This design comes from an exercise in tuning for small area on the open sky130 flow, not from production work.
Function was checked by simulation only, so behaviour that the tests miss may differ from the original.
No activity file was given, so power comes from the tool's default toggle rates.

==> job 571 <==
Design riscvCore, start of the top module:
module riscvCore #(
	parameter int memAddrWidth = 12
) (
	input  logic                    CLK,
	input  logic                    RSTn,
	input  logic [31:0]             iMemDi,
	input  logic [31:0]             dMemDi,
	input  logic [31:0]             rfRd1,
	input  logic [31:0]             rfRd2,
	output logic                    iMemCsn,
	output logic [memAddrWidth-1:0] iMemAddr,
	output logic                    dMemCsn,
	output logic [31:0]             dMemDout,
	output logic [memAddrWidth-1:0] dMemAddr,
	output logic                    dMemWen,
	output logic [3:0]              dMemBe,
	output logic                    rfWe,
	output logic [4:0]              rfRa1,
	output logic [4:0]              rfRa2,
	output logic [4:0]              rfWa1,
	output logic [31:0]             rfWd,
	output logic                    halt,
	output logic [31:0]             numInst,
	output logic [31:0]             outputPort
);
export LEC_CHECK = 0
export ABC_AREA = 1
export CAP_MARGIN = 20
export CORE_MARGIN = 2
export CORE_UTILIZATION = 50
export SETUP_SLACK_MARGIN = 0.8
export SLEW_MARGIN = 20
create_clock -name core_clock -period 12.0 [get_ports {CLK}]
standard.sh (not shown) runs the stock make flow with config.mk's settings and CLKGATE_MAP_FILE= SYNTH_SCRIPT=/design/flow/synth_recipe.tcl, a recipe that flattens the netlist after the stock synthesis.
==> flow/flow/run.sh <==
#!/bin/bash
# Standard ORFS layout, with two changes to how it is made:
#  - synthesis maps with an area-oriented ABC script (amap) and without the
#    full-adder extraction step;
#  - port buffers use the smallest buffer cell.
set -euo pipefail
W=$PWD
rm -rf scripts_local
cp -r "$FLOW_HOME/scripts" scripts_local
cp flow/abc_area.script scripts_local/abc_area.script
bash standard.sh SCRIPTS_DIR="$W/scripts_local" ADDER_MAP_FILE= \
	"BUFFER_PORTS_ARGS=-buffer_cell sky130_fd_sc_hd__buf_1" finish > flow_make.log 2>&1
==> flow/flow/abc_area.script <==
strash
dch -f
amap
topo
stime -c
buffer -c
upsize -c -D 6000
dnsize -c -D 6000
==> inputs of job 1864, as changes to job 571 <==
--- a/flow/design.v
+++ b/flow/design.v
@@ -166,15 +166,15 @@
 	assign immS = {{20{iw[31]}}, iw[31:25], iw[11:7]};
 	assign immB = {{20{iw[31]}}, iw[7], iw[30:25], iw[11:8], 1'b0};
 	assign immU = {iw[31:12], 12'h000};
 	assign immJ = {{12{iw[31]}}, iw[19:12], iw[20], iw[30:21], 1'b0};
 	logic selI;
 	assign selI = isLoad | isJalr | isOpImm;
 	logic [31:0] srcA, srcB;
-	assign srcA = rfRd1;  
+	assign srcA = isLui ? 32'h0 : rfRd1;
 	assign srcB = selI ? immI : isStore ? immS : (isLui | isAuipc) ? immU : rfRd2;
 	logic isArith, alt;
 	assign isArith = isOp | isOpImm;
 	assign alt     = iw[30] & (isOp | (f3 == 3'b101));
 	logic opSub, opSll, opSlt, opSltu, opXor, opSr, opSra, opOr, opAnd, opAdd;
 	assign opSub  = isArith & (f3 == 3'b000) & alt & isOp;
 	assign opSll  = isArith & (f3 == 3'b001);
@@ -221,61 +221,56 @@
 		for (int i = 0; i < 32; i++) y0[i] = shamt[0] ? ((i + 1 < 32) ? shIn[i+1] : fill) : shIn[i];
 		for (int i = 0; i < 32; i++) y1[i] = shamt[1] ? ((i + 2 < 32) ? y0[i+2] : fill) : y0[i];
 		for (int i = 0; i < 32; i++) y2[i] = shamt[2] ? ((i + 4 < 32) ? y1[i+4] : fill) : y1[i];
 		for (int i = 0; i < 32; i++) y3[i] = shamt[3] ? ((i + 8 < 32) ? y2[i+8] : fill) : y2[i];
 		for (int i = 0; i < 32; i++) shOut[i] = shamt[4] ? ((i + 16 < 32) ? y3[i+16] : fill) : y3[i];
 	end
 	logic enSum, enP, enG, cmpBit;
-	assign enSum = (opAdd & ~isLui) | opSub;
+	assign enSum = opAdd | opSub;
 	assign enP   = opXor | opOr;
 	assign enG   = opAnd | opOr;
 	assign cmpBit = (opSlt & lt) | (opSltu & ltu) | cmpTrue;
 	logic [31:0] aluResult;
 	always_comb begin
 		for (int i = 0; i < 32; i++)
 			aluResult[i] = (enSum & sumFull[i]) | (opSr & shOut[i]) | (opSll & shOut[31-i]) |
-				(enP & pA[i]) | (enG & gA[i]) | (isLui & immU[i]);
+				(enP & pA[i]) | (enG & gA[i]);
 		aluResult[0] = aluResult[0] | cmpBit;
 	end
 	logic [1:0] byteOff;
 	assign byteOff  = aluResult[1:0];
 	assign dMemAddr = aluResult[memAddrWidth+1:2];
 		assign dMemDout = rfRd2 << {byteOff, 3'b000};
 	logic [3:0] laneMask;
 	always_comb begin
 		if (f3 == 3'b010) laneMask = 4'b1111;
 		else if (f3[1:0] == 2'b01) laneMask = 4'b0011 << byteOff;
 		else laneMask = 4'b0001 << byteOff;
 	end
 	assign dMemBe = (isLoad | isStore) ? laneMask : 4'b0000;
-	logic [7:0]  ldB0, ldB1;
-	logic [31:0] loadData;
-	logic        ldSign;
-	always_comb begin
-		case (byteOff)
-			2'd0:    begin ldB0 = dMemDi[7:0];   ldB1 = dMemDi[15:8];  end
-			2'd1:    begin ldB0 = dMemDi[15:8];  ldB1 = dMemDi[23:16]; end
-			2'd2:    begin ldB0 = dMemDi[23:16]; ldB1 = dMemDi[31:24]; end
-			default: begin ldB0 = dMemDi[31:24]; ldB1 = 8'h00;         end
+	logic [31:0] laneWord, loadData;
+		assign laneWord = dMemDi >> {byteOff, 3'b000};
+	always_comb begin
+		case (f3)
+			3'b000:  loadData = {{24{laneWord[7]}}, laneWord[7:0]};
+			3'b100:  loadData = {24'h0, laneWord[7:0]};
+			3'b001:  loadData = {{16{laneWord[15]}}, laneWord[15:0]};
+			3'b101:  loadData = {16'h0, laneWord[15:0]};
+			default: loadData = dMemDi;
 		endcase
-		ldSign = ~f3[2] & (f3[0] ? ldB1[7] : ldB0[7]);
-		if (f3[1])
-			loadData = dMemDi;
-		else
-			loadData = {{16{ldSign}}, f3[0] ? ldB1 : {8{ldSign}}, ldB0};
 	end
 	logic [31:1] pcq;
 	logic [31:0] pc, pcPlus4, pcPlusImm, pcImm, nextPc;
 	assign pc = {pcq, 1'b0};
 	assign iMemAddr = pc[memAddrWidth-1:0];
 	logic [30:0] ic;
 	assign ic[0] = 1'b1;
 	always_comb for (int i = 0; i < 30; i++) ic[i+1] = ic[i] & pc[i+2];
 	assign pcPlus4 = {pc[31:2] ^ ic[29:0], pc[1:0]};
-	assign pcImm = op[3] ? immJ : op[2] ? immU : immB;  
+	assign pcImm = isJal ? immJ : isBranch ? immB : immU;
 	logic [31:0] pcSum;
 	bkAdd #(.N(31)) pcAdd (.a(pc[31:1]), .b(pcImm[31:1]), .ci(1'b0), .s(pcSum));
 	assign pcPlusImm = {pcSum[30:0], 1'b0};
 	always_comb begin
 		if (isJal | isJalr)
 			rfWd = pcPlus4;
 		else if (isAuipc)
@@ -284,34 +279,34 @@
 			rfWd = loadData;
 		else
 			rfWd = aluResult;
 	end
 	assign outputPort = rfWd;  
 	always_comb begin
 		if (isJalr)
-			nextPc = {sumFull[31:1], 1'b0};  
+			nextPc = {aluResult[31:1], 1'b0};
 		else if (isJal | cmpTrue)
 			nextPc = pcPlusImm;
 		else
 			nextPc = pcPlus4;
 	end
 	logic lastWasFirst, halted;
 	logic [32:0] nc;
-	assign nc[0] = 1'b1;
+	assign nc[0] = ~halt;
 	always_comb for (int i = 0; i < 32; i++) nc[i+1] = nc[i] & numInst[i];
 	assign halt = halted | (lastWasFirst & (iw == 32'h00008067));
 	always_ff @(posedge CLK) begin
 		if (RSTn) begin
 			pcq          <= '0;
 			numInst      <= '0;
 			lastWasFirst <= 1'b0;
 			halted       <= 1'b0;
 		end else begin
 			halted  <= halt;
-			numInst <= numInst ^ (nc[31:0] & {32{~halt}});
+			numInst <= numInst ^ nc[31:0];
 			if (!halt) begin
 				pcq          <= nextPc[31:1];
 				lastWasFirst <= (iw == 32'h00c00093);
 			end
 		end
 	end
 endmodule
==> flow/flow/abc_area.script (replaced) <==
strash
dch
amap
topo
stime -c
buffer -c
upsize -c -D 6000
dnsize -c -D 6000
Settings changed: SETUP_SLACK_MARGIN 0.8 to 0.2.
==> qor summary <==
Final layout net count: job 571 2301; job 1864 2317
Placed standard-cell area: job 571 12300 um^2; job 1864 13000 um^2
Placer's final routability congestion estimate: job 571 1.11; job 1864 1.06
Outcome: job 571 complete, no violations; job 1864 finished with violations
Reasons for failing layout checks: job 571 -; job 1864 negative setup slack
Comb. pwr: job 571 0.000728 W; job 1864 0.000697 W
Fraction of the cycle the final worst path needs: job 571 0.949; job 1864 1.00
Uppermost metal layer occupied by signal nets: job 571 met5; job 1864 met4
Share of cell area taken by multi-input logic gates: job 571 0.648; job 1864 0.665
Met3 Resource Use GR: job 571 0.173; job 1864 0.106
Post-synth top area share: job 571 0.116; job 1864 0.113
Net Sw Frac: job 571 0.485; job 1864 0.472
Grt met1 use: job 571 0.604; job 1864 0.550
Cell count along the critical path: job 571 40; job 1864 38
Final critical path time including I/O delays and setup: job 571 11390 ps; job 1864 12050 ps
Final hold slack: job 571 466 ps; job 1864 472 ps
Chip Width: job 571 154 um; job 1864 158 um
Buffers & Inverters on Critical Path: job 571 9; job 1864 12
First-pass GRT wire length: job 571 90.6 mm; job 1864 83.9 mm
Non-CTS buffers: job 571 456; job 1864 420
Setup WS post-layout: job 571 610 ps; job 1864 -51.3 ps
Fmax: job 571 87.8 MHz; job 1864 83.0 MHz
Average vias per placed instance: job 571 7.18; job 1864 6.77

========
==> onyx: inputs <==
riscvCore again, from the RTL that the note above started with.
export LEC_CHECK = 0
export ABC_AREA = 1
export CAP_MARGIN = 20
export CORE_MARGIN = 2
export CORE_UTILIZATION = 60
export SETUP_SLACK_MARGIN = 0.12
export SLEW_MARGIN = 20
create_clock -name core_clock -period 12.0 [get_ports {CLK}]
==> flow/flow/abc_area.script <==
strash
dch -f
amap
topo
stime -c
buffer -c
upsize -c -D 6000
dnsize -c -D 6000
Scripts as last shown in full above: flow/flow/run.sh
==> inputs of harbor, as changes to onyx <==
Settings changed: CORE_UTILIZATION 60 to 58, SETUP_SLACK_MARGIN 0.12 to 0.2.
==> impl_metrics.tcl <==
set metrics [dict create \
    slew_headroom_pct 26.58 \
    nNonClkBuffers 413 \
    sw_frac_of_total_pct 48.00 \
    status "complete, no violations" \
    powerComb_w 0.000663 \
    grt.met3_usage_pct 25.74 \
    antennaDiodeCount 3 \
]
Source of the figures above: onyx

==> impl_metrics.tcl <==
set metrics [dict create \
    status "complete, no violations" \
    slew_headroom_pct 22.25 \
    antennaDiodeCount 2 \
    grt.met3_usage_pct 23.47 \
    nNonClkBuffers 387 \
]
Source of the figures above: harbor


========
==> run a: inputs <==
==> flow/design.v <==
package rvIsaPkg;
	localparam logic [6:0] opLoad   = 7'b0000011;
	localparam logic [6:0] opStore  = 7'b0100011;
	localparam logic [6:0] opBranch = 7'b1100011;
	localparam logic [6:0] opJal    = 7'b1101111;
	localparam logic [6:0] opJalr   = 7'b1100111;
	localparam logic [6:0] opOpImm  = 7'b0010011;
	localparam logic [6:0] opOp     = 7'b0110011;
	localparam logic [6:0] opLui    = 7'b0110111;
	localparam logic [6:0] opAuipc  = 7'b0010111;
	typedef enum logic [3:0] {
		aluAdd, aluSub, aluSll, aluSlt, aluSltu, aluXor, aluSrl, aluSra,
		aluOr, aluAnd, aluEq, aluNe, aluLt, aluGe, aluLtu, aluGeu
	} aluOpT;
	typedef struct packed {
		logic [6:0] funct7;
		logic [4:0] rs2;
		logic [4:0] rs1;
		logic [2:0] funct3;
		logic [4:0] rd;
		logic [6:0] opcode;
	} rTypeT;
	typedef struct packed {
		logic [11:0] imm;
		logic [4:0]  rs1;
		logic [2:0]  funct3;
		logic [4:0]  rd;
		logic [6:0]  opcode;
	} iTypeT;
	typedef struct packed {
		logic [6:0] immHi;
		logic [4:0] rs2;
		logic [4:0] rs1;
		logic [2:0] funct3;
		logic [4:0] immLo;
		logic [6:0] opcode;
	} sTypeT;
	typedef struct packed {
		logic       imm12;
		logic [5:0] imm10to5;
		logic [4:0] rs2;
		logic [4:0] rs1;
		logic [2:0] funct3;
		logic [3:0] imm4to1;
		logic       imm11;
		logic [6:0] opcode;
	} bTypeT;
	typedef struct packed {
		logic [19:0] imm;
		logic [4:0]  rd;
		logic [6:0]  opcode;
	} uTypeT;
	typedef struct packed {
		logic       imm20;
		logic [9:0] imm10to1;
		logic       imm11;
		logic [7:0] imm19to12;
		logic [4:0] rd;
		logic [6:0] opcode;
	} jTypeT;
	typedef union packed {
		rTypeT rType;
		iTypeT iType;
		sTypeT sType;
		bTypeT bType;
		uTypeT uType;
		jTypeT jType;
	} instrWordT;
endpackage
package rvMemPkg;
	typedef enum logic [2:0] {
		memByte  = 3'b000,
		memHalf  = 3'b001,
		memWord  = 3'b010,
		memByteU = 3'b100,
		memHalfU = 3'b101
	} memWidthT;
	localparam logic [3:0] beByte = 4'b0001;
	localparam logic [3:0] beHalf = 4'b0011;
	localparam logic [3:0] beWord = 4'b1111;
	localparam logic [31:0] haltInstrFirst  = 32'h00c00093;  
	localparam logic [31:0] haltInstrSecond = 32'h00008067;  
endpackage
`timescale 1ns/1ns
module bkAdd #(parameter int N = 32) (
	input  logic [N-1:0] a,
	input  logic [N-1:0] b,
	input  logic         ci,
	output logic [N:0]   s
);
	localparam int M = N + 1;  
	logic [M-1:0] G [0:12];
	logic [M-1:0] P [0:12];
	always_comb begin
		G[0] = {a & b, ci};
		P[0] = {a ^ b, 1'b0};
		for (int l = 0; l < 6; l++) begin
			G[l+1] = G[l]; P[l+1] = P[l];
			for (int i = 0; i < M; i++)
				if (((i + 1) % (2 << l)) == 0) begin
					G[l+1][i] = G[l][i] | (P[l][i] & G[l][i - (1 << l)]);
					P[l+1][i] = P[l][i] & P[l][i - (1 << l)];
				end
		end
		for (int l = 5; l >= 0; l--) begin
			G[12-l] = G[11-l]; P[12-l] = P[11-l];
			for (int i = 0; i < M; i++)
				if (((i + 1) % (2 << l)) == (1 << l) && i >= (2 << l)) begin
					G[12-l][i] = G[11-l][i] | (P[11-l][i] & G[11-l][i - (1 << l)]);
					P[12-l][i] = P[11-l][i] & P[11-l][i - (1 << l)];
				end
		end
	end
	assign s = {G[12][N], P[0][N:1] ^ G[12][N-1:0]};
endmodule
module riscvCore #(
	parameter int memAddrWidth = 12
) (
	input  logic                    CLK,
	input  logic                    RSTn,
	input  logic [31:0]             iMemDi,
	input  logic [31:0]             dMemDi,
	input  logic [31:0]             rfRd1,
	input  logic [31:0]             rfRd2,
	output logic                    iMemCsn,
	output logic [memAddrWidth-1:0] iMemAddr,
	output logic                    dMemCsn,
	output logic [31:0]             dMemDout,
	output logic [memAddrWidth-1:0] dMemAddr,
	output logic                    dMemWen,
	output logic [3:0]              dMemBe,
	output logic                    rfWe,
	output logic [4:0]              rfRa1,
	output logic [4:0]              rfRa2,
	output logic [4:0]              rfWa1,
	output logic [31:0]             rfWd,
	output logic                    halt,
	output logic [31:0]             numInst,
	output logic [31:0]             outputPort
);
	logic [31:0] iw;
	logic [6:0]  op;
	logic [2:0]  f3;
	assign iw = iMemDi;
	assign op = iw[6:0];
	assign f3 = iw[14:12];
	logic isLoad, isStore, isBranch, isJal, isJalr, isOpImm, isOp, isLui, isAuipc;
	assign isLoad   = (op == 7'b0000011);
	assign isStore  = (op == 7'b0100011);
	assign isBranch = (op == 7'b1100011);
	assign isJal    = (op == 7'b1101111);
	assign isJalr   = (op == 7'b1100111);
	assign isOpImm  = (op == 7'b0010011);
	assign isOp     = (op == 7'b0110011);
	assign isLui    = (op == 7'b0110111);
	assign isAuipc  = (op == 7'b0010111);
	assign rfRa1 = iw[19:15];
	assign rfRa2 = iw[24:20];
	assign rfWa1 = iw[11:7];
	assign rfWe  = (isLoad | isJal | isJalr | isOpImm | isOp | isLui | isAuipc) & ~RSTn;
	assign dMemWen = ~(isStore & ~RSTn);
	assign iMemCsn = RSTn;
	assign dMemCsn = RSTn;
	logic [31:0] immI, immS, immB, immU, immJ;
	assign immI = {{20{iw[31]}}, iw[31:20]};
	assign immS = {{20{iw[31]}}, iw[31:25], iw[11:7]};
	assign immB = {{20{iw[31]}}, iw[7], iw[30:25], iw[11:8], 1'b0};
	assign immU = {iw[31:12], 12'h000};
	assign immJ = {{12{iw[31]}}, iw[19:12], iw[20], iw[30:21], 1'b0};
	logic selI;
	assign selI = isLoad | isJalr | isOpImm;
	logic [31:0] srcA, srcB;
	assign srcA = rfRd1;  
	assign srcB = selI ? immI : isStore ? immS : (isLui | isAuipc) ? immU : rfRd2;
	logic isArith, alt;
	assign isArith = isOp | isOpImm;
	assign alt     = iw[30] & (isOp | (f3 == 3'b101));
	logic opSub, opSll, opSlt, opSltu, opXor, opSr, opSra, opOr, opAnd, opAdd;
	assign opSub  = isArith & (f3 == 3'b000) & alt & isOp;
	assign opSll  = isArith & (f3 == 3'b001);
	assign opSlt  = isArith & (f3 == 3'b010);
	assign opSltu = isArith & (f3 == 3'b011);
	assign opXor  = isArith & (f3 == 3'b100);
	assign opSr   = isArith & (f3 == 3'b101);
	assign opSra  = opSr & alt;
	assign opOr   = isArith & (f3 == 3'b110);
	assign opAnd  = isArith & (f3 == 3'b111);
	assign opAdd  = ~isBranch & ~(isArith & (f3 != 3'b000)) & ~opSub;
	logic        doSub;
	assign doSub = opSub | opSlt | opSltu | isBranch;
	logic [31:0] bx;
	logic [32:0] sumFull;
	assign bx = srcB ^ {32{doSub}};
	logic [31:0] gA, pA;
	assign gA = srcA & bx;
	assign pA = srcA ^ bx;
	bkAdd #(.N(32)) aluAdd (.a(srcA), .b(bx), .ci(doSub), .s(sumFull));
	logic ltu, lt, eq;
	assign ltu = ~sumFull[32];
	assign lt  = (srcA[31] ^ srcB[31]) ? srcA[31] : ltu;
	assign eq  = &pA;  
	logic cmpTrue;
	always_comb begin
		case (f3)
			3'b000:  cmpTrue = eq;
			3'b001:  cmpTrue = ~eq;
			3'b100:  cmpTrue = lt;
			3'b101:  cmpTrue = ~lt;
			3'b110:  cmpTrue = ltu;
			default: cmpTrue = ~ltu;
		endcase
		cmpTrue = cmpTrue & isBranch;
	end
	logic [4:0]  shamt;
	logic [31:0] shIn, y0, y1, y2, y3, shOut;
	logic        fill;
	assign shamt = srcB[4:0];
	always_comb for (int i = 0; i < 32; i++) shIn[i] = opSll ? rfRd1[31-i] : rfRd1[i];
	assign fill = opSra & rfRd1[31];
	always_comb begin
		for (int i = 0; i < 32; i++) y0[i] = shamt[0] ? ((i + 1 < 32) ? shIn[i+1] : fill) : shIn[i];
		for (int i = 0; i < 32; i++) y1[i] = shamt[1] ? ((i + 2 < 32) ? y0[i+2] : fill) : y0[i];
		for (int i = 0; i < 32; i++) y2[i] = shamt[2] ? ((i + 4 < 32) ? y1[i+4] : fill) : y1[i];
		for (int i = 0; i < 32; i++) y3[i] = shamt[3] ? ((i + 8 < 32) ? y2[i+8] : fill) : y2[i];
		for (int i = 0; i < 32; i++) shOut[i] = shamt[4] ? ((i + 16 < 32) ? y3[i+16] : fill) : y3[i];
	end
	logic enSum, enP, enG, cmpBit;
	assign enSum = (opAdd & ~isLui) | opSub;
	assign enP   = opXor | opOr;
	assign enG   = opAnd | opOr;
	assign cmpBit = (opSlt & lt) | (opSltu & ltu) | cmpTrue;
	logic [31:0] aluResult;
	always_comb begin
		for (int i = 0; i < 32; i++)
			aluResult[i] = (enSum & sumFull[i]) | (opSr & shOut[i]) | (opSll & shOut[31-i]) |
				(enP & pA[i]) | (enG & gA[i]) | (isLui & immU[i]);
		aluResult[0] = aluResult[0] | cmpBit;
	end
	logic [1:0] byteOff;
	assign byteOff  = aluResult[1:0];
	assign dMemAddr = aluResult[memAddrWidth+1:2];
		assign dMemDout = rfRd2 << {byteOff, 3'b000};
	logic [3:0] laneMask;
	always_comb begin
		if (f3 == 3'b010) laneMask = 4'b1111;
		else if (f3[1:0] == 2'b01) laneMask = 4'b0011 << byteOff;
		else laneMask = 4'b0001 << byteOff;
	end
	assign dMemBe = (isLoad | isStore) ? laneMask : 4'b0000;
	logic [7:0]  ldB0, ldB1;
	logic [31:0] loadData;
	logic        ldSign;
	always_comb begin
		case (byteOff)
			2'd0:    begin ldB0 = dMemDi[7:0];   ldB1 = dMemDi[15:8];  end
			2'd1:    begin ldB0 = dMemDi[15:8];  ldB1 = dMemDi[23:16]; end
			2'd2:    begin ldB0 = dMemDi[23:16]; ldB1 = dMemDi[31:24]; end
			default: begin ldB0 = dMemDi[31:24]; ldB1 = 8'h00;         end
		endcase
		ldSign = ~f3[2] & (f3[0] ? ldB1[7] : ldB0[7]);
		if (f3[1])
			loadData = dMemDi;
		else
			loadData = {{16{ldSign}}, f3[0] ? ldB1 : {8{ldSign}}, ldB0};
	end
	logic [31:1] pcq;
	logic [31:0] pc, pcPlus4, pcPlusImm, pcImm, nextPc;
	assign pc = {pcq, 1'b0};
	assign iMemAddr = pc[memAddrWidth-1:0];
	logic [30:0] ic;
	assign ic[0] = 1'b1;
	always_comb for (int i = 0; i < 30; i++) ic[i+1] = ic[i] & pc[i+2];
	assign pcPlus4 = {pc[31:2] ^ ic[29:0], pc[1:0]};
	assign pcImm = op[3] ? immJ : op[2] ? immU : immB;  
	logic [31:0] pcSum;
	bkAdd #(.N(31)) pcAdd (.a(pc[31:1]), .b(pcImm[31:1]), .ci(1'b0), .s(pcSum));
	assign pcPlusImm = {pcSum[30:0], 1'b0};
	always_comb begin
		if (isJal | isJalr)
			rfWd = pcPlus4;
		else if (isAuipc)
			rfWd = pcPlusImm;
		else if (isLoad)
			rfWd = loadData;
		else
			rfWd = aluResult;
	end
	assign outputPort = rfWd;  
	always_comb begin
		if (isJalr)
			nextPc = {sumFull[31:1], 1'b0};  
		else if (isJal | cmpTrue)
			nextPc = pcPlusImm;
		else
			nextPc = pcPlus4;
	end
	logic lastWasFirst, halted;
	logic [32:0] nc;
	assign nc[0] = 1'b1;
	always_comb for (int i = 0; i < 32; i++) nc[i+1] = nc[i] & numInst[i];
	assign halt = halted | (lastWasFirst & (iw == 32'h00008067));
	always_ff @(posedge CLK) begin
		if (RSTn) begin
			pcq          <= '0;
			numInst      <= '0;
			lastWasFirst <= 1'b0;
			halted       <= 1'b0;
		end else begin
			halted  <= halt;
			numInst <= numInst ^ (nc[31:0] & {32{~halt}});
			if (!halt) begin
				pcq          <= nextPc[31:1];
				lastWasFirst <= (iw == 32'h00c00093);
			end
		end
	end
endmodule
==> flow/flow/run.sh <==
#!/bin/bash
# Standard ORFS layout, with two changes to how it is made:
#  - synthesis maps with an area-oriented ABC script (amap) and without the
#    full-adder extraction step;
#  - port buffers use the smallest buffer cell.
set -euo pipefail
W=$PWD
rm -rf scripts_local
cp -r "$FLOW_HOME/scripts" scripts_local
cp flow/abc_area.script scripts_local/abc_area.script
bash standard.sh SCRIPTS_DIR="$W/scripts_local" ADDER_MAP_FILE= \
	"BUFFER_PORTS_ARGS=-buffer_cell sky130_fd_sc_hd__buf_1" finish > flow_make.log 2>&1
==> flow/flow/abc_area.script <==
strash
dch -f
amap
topo
stime -c
buffer -c
upsize -c -D 6000
dnsize -c -D 6000
==> flow/standard.sh <==
#!/bin/bash
# synth_recipe.tcl (not shown) runs the flow's synth.tcl, then flattens the netlist and writes it again
# the make line also repeats each setting of config.mk as NAME=value (left out here)
make -C /OpenROAD-flow-scripts/flow DESIGN_CONFIG=/design/flow/config.mk WORK_HOME=/design/flow/orfs CLKGATE_MAP_FILE= SYNTH_SCRIPT=/design/flow/synth_recipe.tcl "${@:-finish}"
==> flow/config.mk <==
export PLATFORM = sky130hd
export DESIGN_NAME = riscvCore
export DESIGN_NICKNAME = riscvCore
export VERILOG_FILES = /design/flow/design.v
export SDC_FILE = /design/flow/constraint.sdc
export NUM_CORES = 4
export LEC_CHECK = 0
export ABC_AREA = 1
export CAP_MARGIN = 20
export CORE_MARGIN = 2
export CORE_UTILIZATION = 55
export SETUP_SLACK_MARGIN = 0.5
export SLEW_MARGIN = 20
==> flow/constraint.sdc <==
create_clock -name core_clock -period 12.0 [get_ports {CLK}]
set_input_delay 2.4000 -clock core_clock [delete_from_list [all_inputs] [get_ports {CLK}]]
set_output_delay 2.4000 -clock core_clock [all_outputs]
set_load 0.01 [all_outputs]
==> run b: changes against run a <==
CORE_UTILIZATION = 58   (was 55)
SETUP_SLACK_MARGIN = 0.12   (was 0.5)
==> run notes <==
fraction of area in multi-input gates 65.6%; fillers 1942; R2R setup slack 5.96 ns; Final clock-cell share 2.22%; status finished clean; Seq/total area 9.55%; placed cell area 12300 um2; Critical-path top delay cell a21oi_1; worst setup path end rfWd[20]; combinational group power 0.000675 W; M1 GR Usage 62.3%; first-pass GRT wire length 84400 um; Worst path top cell family by delay compound AO/OA/AOI/OAI gates; WP buf/inv 9; total setup buffers inserted after CTS 12; number of global-route vias before repair 14800; multi-input combinational cell count 1488
-- figures above: run a

==> run notes <==
WP buf/inv 7; combinational group power 0.000646 W; R2R setup slack 5.65 ns; Seq/total area 10.1%; first-pass GRT wire length 83400 um; status finished clean; fillers 1833; Final clock-cell share 2.30%; fraction of area in multi-input gates 67.0%; Critical-path top delay cell or3_1; multi-input combinational cell count 1489; placed cell area 12200 um2; total setup buffers inserted after CTS 0; M1 GR Usage 65.2%; worst setup path end rfWd[25]
-- figures above: run b

## port drivers added, routing unchanged
The results above use ideal ports. As a check the final layouts listed here were re-extracted and re-timed, cells and wires unchanged.
Step 1 assumes that a clkbuf_16 drives the clock port and a buf_2 every other input.
Step 2 times the ports against the registers' clock, not the clock port: input delays grow and output delays shrink by t, the midpoint of the rising clock arrivals with the driver on.
Slacks: ideal / step 1 / step 2; pairs: ideal / step 1.
run | shift t [ns] | slack for setup (ns) | slew at the worst register clock pin (ns)
job 571 | 0.387 | 0.610 / 0.534 / 0.534 | 0.07 / 0.07
job 1864 | 0.395 | -0.051 / -0.073 / -0.073 | 0.07 / 0.07
onyx | 0.386 | 0.239 / 0.191 / 0.191 | 0.07 / 0.07
harbor | 0.389 | 0.288 / 0.259 / 0.259 | 0.07 / 0.07
run a | 0.379 | 0.595 / 0.547 / 0.547 | 0.06 / 0.06
run b | 0.383 | 0.231 / 0.201 / 0.201 | 0.06 / 0.06
For job 571, which loses most, drivers alone change the setup slack by -0.076 ns; drivers and shift together by -0.076 ns.
